This design comes from an exercise in tuning for small area, a short achievable clock period and few clock cycles per item on the open sky130 flow, not from production work. The RTL was checked by simulation tests, not by an equivalence proof against the original design.

Setup of sierra:
// frame_sync_period_tracker
module frame_sync_period_tracker (
	input  logic                                  clk,
	input  logic                                  arst_n,
	input  logic                                  cfg_we,
	input  logic [fspt_pkg::LOSS_W-1:0]           cfg_wdata,
	input  logic                                  in_valid,
	output logic                                  in_ready,
	input  fspt_pkg::fspt_in_t                    in_item,
	output logic                                  out_valid,
	input  logic                                  out_ready,
	output fspt_pkg::fspt_out_t                   out_item
);
	localparam int unsigned TW = fspt_pkg::TICK_W;
	logic                            h_valid;
	logic                            h_poll;
	logic [TW-1:0]                   h_tick;
	logic [TW-1:0]                   h_iv;       
	logic                            k_valid;
	logic                            k_poll;
	logic [TW-1:0]                   k_tick;
	logic                            out_valid_q;
	logic                            dropped_q;
	logic [fspt_pkg::LOSS_W-1:0]     loss_q;
	logic [fspt_pkg::FRAME_W-1:0]    frame_q;
	logic [TW-1:0]                   prev_q;
	logic [TW-1:0]                   period_q;
	logic                            locked_q;
	logic                            base_q;
	logic [TW:0]                     acc_q;      
  ...
For scale: ~2,000 cells after synthesis, about 130 I/O pins, about 16,000 um2 of cells after synthesis.
==> flow/config.mk <==
export PLATFORM = sky130hd
export DESIGN_NAME = frame_sync_period_tracker
export DESIGN_NICKNAME = frame_sync_period_tracker
export VERILOG_FILES = /design/flow/design.v
export SDC_FILE = /design/flow/constraint.sdc
export NUM_CORES = 4
export LEC_CHECK = 0
export ABC_AREA = 1
export CAP_MARGIN = 20
export CORE_MARGIN = 2
export CORE_UTILIZATION = 70
export SETUP_SLACK_MARGIN = 4.5
export SLEW_MARGIN = 20
==> flow/constraint.sdc <==
create_clock -name core_clock -period 8.0 [get_ports {clk}]
set_input_delay 1.6000 -clock core_clock [delete_from_list [all_inputs] [get_ports {clk}]]
set_output_delay 1.6000 -clock core_clock [all_outputs]
set_load 0.01 [all_outputs]
run.sh (not shown) runs the stock make flow with config.mk's settings and CLKGATE_MAP_FILE= SYNTH_SCRIPT=/design/flow/synth_recipe.tcl, a recipe that flattens the netlist after the stock synthesis.
Testbench counts of sierra, summed over its fixed seeds: cycles 24,139, items 24,000.
diff inputs: sierra => willow
# sierra
export LEC_CHECK = 0
export ABC_AREA = 1
export CAP_MARGIN = 20
export CORE_MARGIN = 2
export CORE_UTILIZATION = 70
export SETUP_SLACK_MARGIN = 4.5
export SLEW_MARGIN = 20
create_clock -name core_clock -period 8.0 [get_ports {clk}]
# willow
export LEC_CHECK = 0
export ABC_AREA = 1
export CAP_MARGIN = 20
export CORE_MARGIN = 2
export CORE_UTILIZATION = 60
export CTS_CLUSTER_DIAMETER = 100
export SETUP_SLACK_MARGIN = 4.5
export SLEW_MARGIN = 20
create_clock -name core_clock -period 8.0 [get_ports {clk}]
==> flow/flow/run.sh (new file) <==
#!/bin/bash
# The standard layout (standard.sh: ORFS synthesis through finish), with
# one change: the buffers that ORFS puts on every input and output port are
# made from the plain sky130_fd_sc_hd__buf_1 cell instead of the delay-buffer
# cell buffer_ports picks by default. Timing repair may still resize them.
# ORFS's own per-step logs are kept under orfs/logs; the make output goes to
# standard.log in this folder.
set -euo pipefail
export BUFFER_PORTS_ARGS="-buffer_cell sky130_fd_sc_hd__buf_1"
bash standard.sh > standard.log 2>&1
==> flow/standard.sh (new file) <==
#!/bin/bash
# synth_recipe.tcl (not shown) runs the flow's synth.tcl, then flattens the netlist and writes it again
# the make line also repeats each setting of config.mk as NAME=value (left out here)
make -C /OpenROAD-flow-scripts/flow DESIGN_CONFIG=/design/flow/config.mk WORK_HOME=/design/flow/orfs CLKGATE_MAP_FILE= SYNTH_SCRIPT=/design/flow/synth_recipe.tcl "${@:-finish}"
removed: flow/run.sh
### Flow results
- The more densely filled core belongs to sierra, not willow.
Input changes introduced in onyx (baseline for comparison: willow):
# willow
export LEC_CHECK = 0
export ABC_AREA = 1
export CAP_MARGIN = 20
export CORE_MARGIN = 2
export CORE_UTILIZATION = 60
export CTS_CLUSTER_DIAMETER = 100
export SETUP_SLACK_MARGIN = 4.5
export SLEW_MARGIN = 20
create_clock -name core_clock -period 8.0 [get_ports {clk}]
# onyx
export LEC_CHECK = 0
export ABC_AREA = 1
export CAP_MARGIN = 20
export CORE_MARGIN = 2
export CORE_UTILIZATION = 60
export SETUP_SLACK_MARGIN = 4.75
export SLEW_MARGIN = 20
create_clock -name core_clock -period 8.0 [get_ports {clk}]
==> flow/run.sh (new file) <==
#!/bin/bash
# synth_recipe.tcl (not shown) runs the flow's synth.tcl, then flattens the netlist and writes it again
# the make line also repeats each setting of config.mk as NAME=value (left out here)
make -C /OpenROAD-flow-scripts/flow DESIGN_CONFIG=/design/flow/config.mk WORK_HOME=/design/flow/orfs CLKGATE_MAP_FILE= SYNTH_SCRIPT=/design/flow/synth_recipe.tcl finish
removed: flow/flow/run.sh
removed: flow/standard.sh
Results

========
cedar:
frame_sync_period_tracker, a different RTL version from the one above (not shown whole).
Size in the first run: ~1800 cells after synthesis, ~200 flip-flops, roughly 130 I/O pins, about 15000 sq um of cells after synthesis.
Settings: LEC_CHECK=0, ABC_AREA=1, CAP_MARGIN=20, CORE_MARGIN=2, CORE_UTILIZATION=40, SETUP_SLACK_MARGIN=3.5, SLEW_MARGIN=20; clock period 8.0 ns.
Stock flow here: none of the scripts above is used.
Testbench counts of cedar, summed over its fixed seeds: cycles 24,139, items 24,000.
Modified inputs, nickel compared to cedar
--- a/flow/config.mk
+++ b/flow/config.mk
@@ -6,8 +6,7 @@
 export NUM_CORES = 4
 export LEC_CHECK = 0
-export ABC_AREA = 1
 export CAP_MARGIN = 20
 export CORE_MARGIN = 2
-export CORE_UTILIZATION = 40
+export CORE_UTILIZATION = 60
 export SETUP_SLACK_MARGIN = 3.5
 export SLEW_MARGIN = 20
Findings:
cedar → nickel: placeable core region fell 14000 sq um, final critical-path required period rose 320 ps, die area fell 37%, detail-routed via count per cell rose 0.85.
nickel vs cedar: cell area after placement down in nickel
In nickel the routed length on met1 turned out about 18% lower than in cedar.
Comparing cedar and nickel, post-synthesis mux area share is higher on nickel.
Any difference in clock network contribution to total cell area between cedar and nickel is small enough to ignore.
Setup changes, nickel to raven
--- a/flow/config.mk
+++ b/flow/config.mk
@@ -8,5 +8,5 @@
 export CAP_MARGIN = 20
 export CORE_MARGIN = 2
-export CORE_UTILIZATION = 60
-export SETUP_SLACK_MARGIN = 3.5
+export CORE_UTILIZATION = 40
+export SETUP_SLACK_MARGIN = 3.0
 export SLEW_MARGIN = 20
Results
Relative to nickel, sequential share of layout area has increased by 0.27 points in raven. Final worst hold slack of raven is on par with nickel. In raven relative to nickel, cell area had gone down slightly. Compared to nickel, the router laid down more metal wire for raven. Shortest clock period the worst path allows after layout (lower): nickel. Compared with nickel, raven shows fraction of area in multi-input gates lower by 0.45 points.
The inputs of pepper differ from those of raven as listed below.
--- a/flow/config.mk
+++ b/flow/config.mk
@@ -6,7 +6,8 @@
 export NUM_CORES = 4
 export LEC_CHECK = 0
+export ABC_AREA = 1
 export CAP_MARGIN = 20
 export CORE_MARGIN = 2
-export CORE_UTILIZATION = 40
-export SETUP_SLACK_MARGIN = 3.0
+export CORE_UTILIZATION = 60
+export SETUP_SLACK_MARGIN = 4.0
 export SLEW_MARGIN = 20
Findings:
- Summary of pepper over raven: number of inserted filler cells in the final layout dropped 1329; clock period minus final worst setup slack shrank by 890 ps.
- Relative to raven, the non-clock buffer count of pepper is higher by 25.
- On final area, the lower figure sits with raven, not pepper.
- met2 track utilization from global routing for pepper: 17 points up relative to raven
- [compare] base=raven new=pepper: final cell count moved up; count of clock-buffer cells in the layout increased 1; register cell area after layout held steady.

==> afterwards: timing with drivers on the ports <==
Ports are ideal in the flow. The routed layouts listed here were re-timed in OpenROAD. Step 1 assumes that a clkbuf_16 drives the clock port and a buf_2 every other input. Step 2 also shifts input and output timing later by t, the mid clock arrival at the registers, as if the neighbouring blocks saw the same clock. Slacks: ideal ports / drivers / drivers and shift; pairs: ideal ports / drivers.
run | t (ns) | slack for setup (ns) | worst setup path at the end | latest minus earliest clock arrival (ns) | worst register clock-pin slew, ns
sierra | 0.591 | 4.334 / 4.350 / 3.759 | input to register | 0.035 / 0.034 | 0.07 / 0.07
willow | 0.573 | 4.574 / 4.601 / 4.028 | input to register | 0.022 / 0.021 | 0.07 / 0.07
onyx | 0.569 | 4.513 / 4.524 / 3.956 | input to register | 0.021 / 0.021 | 0.07 / 0.07
cedar | 0.499 | 3.736 / 3.736 / 3.300 | input to register | 0.021 / 0.021 | 0.08 / 0.08
nickel | 0.487 | 3.417 / 3.417 / 3.256 | input to register | 0.014 / 0.014 | 0.08 / 0.08
raven | 0.512 | 3.130 / 3.130 / 3.130 | register to register | 0.016 / 0.016 | 0.09 / 0.09
pepper | 0.495 | 4.020 / 4.020 / 3.568 | input to register | 0.021 / 0.021 | 0.09 / 0.09
After both steps every run listed still meets setup and hold. For sierra, which loses most, drivers alone change the setup slack by +0.016 ns; drivers and shift together by -0.575 ns.
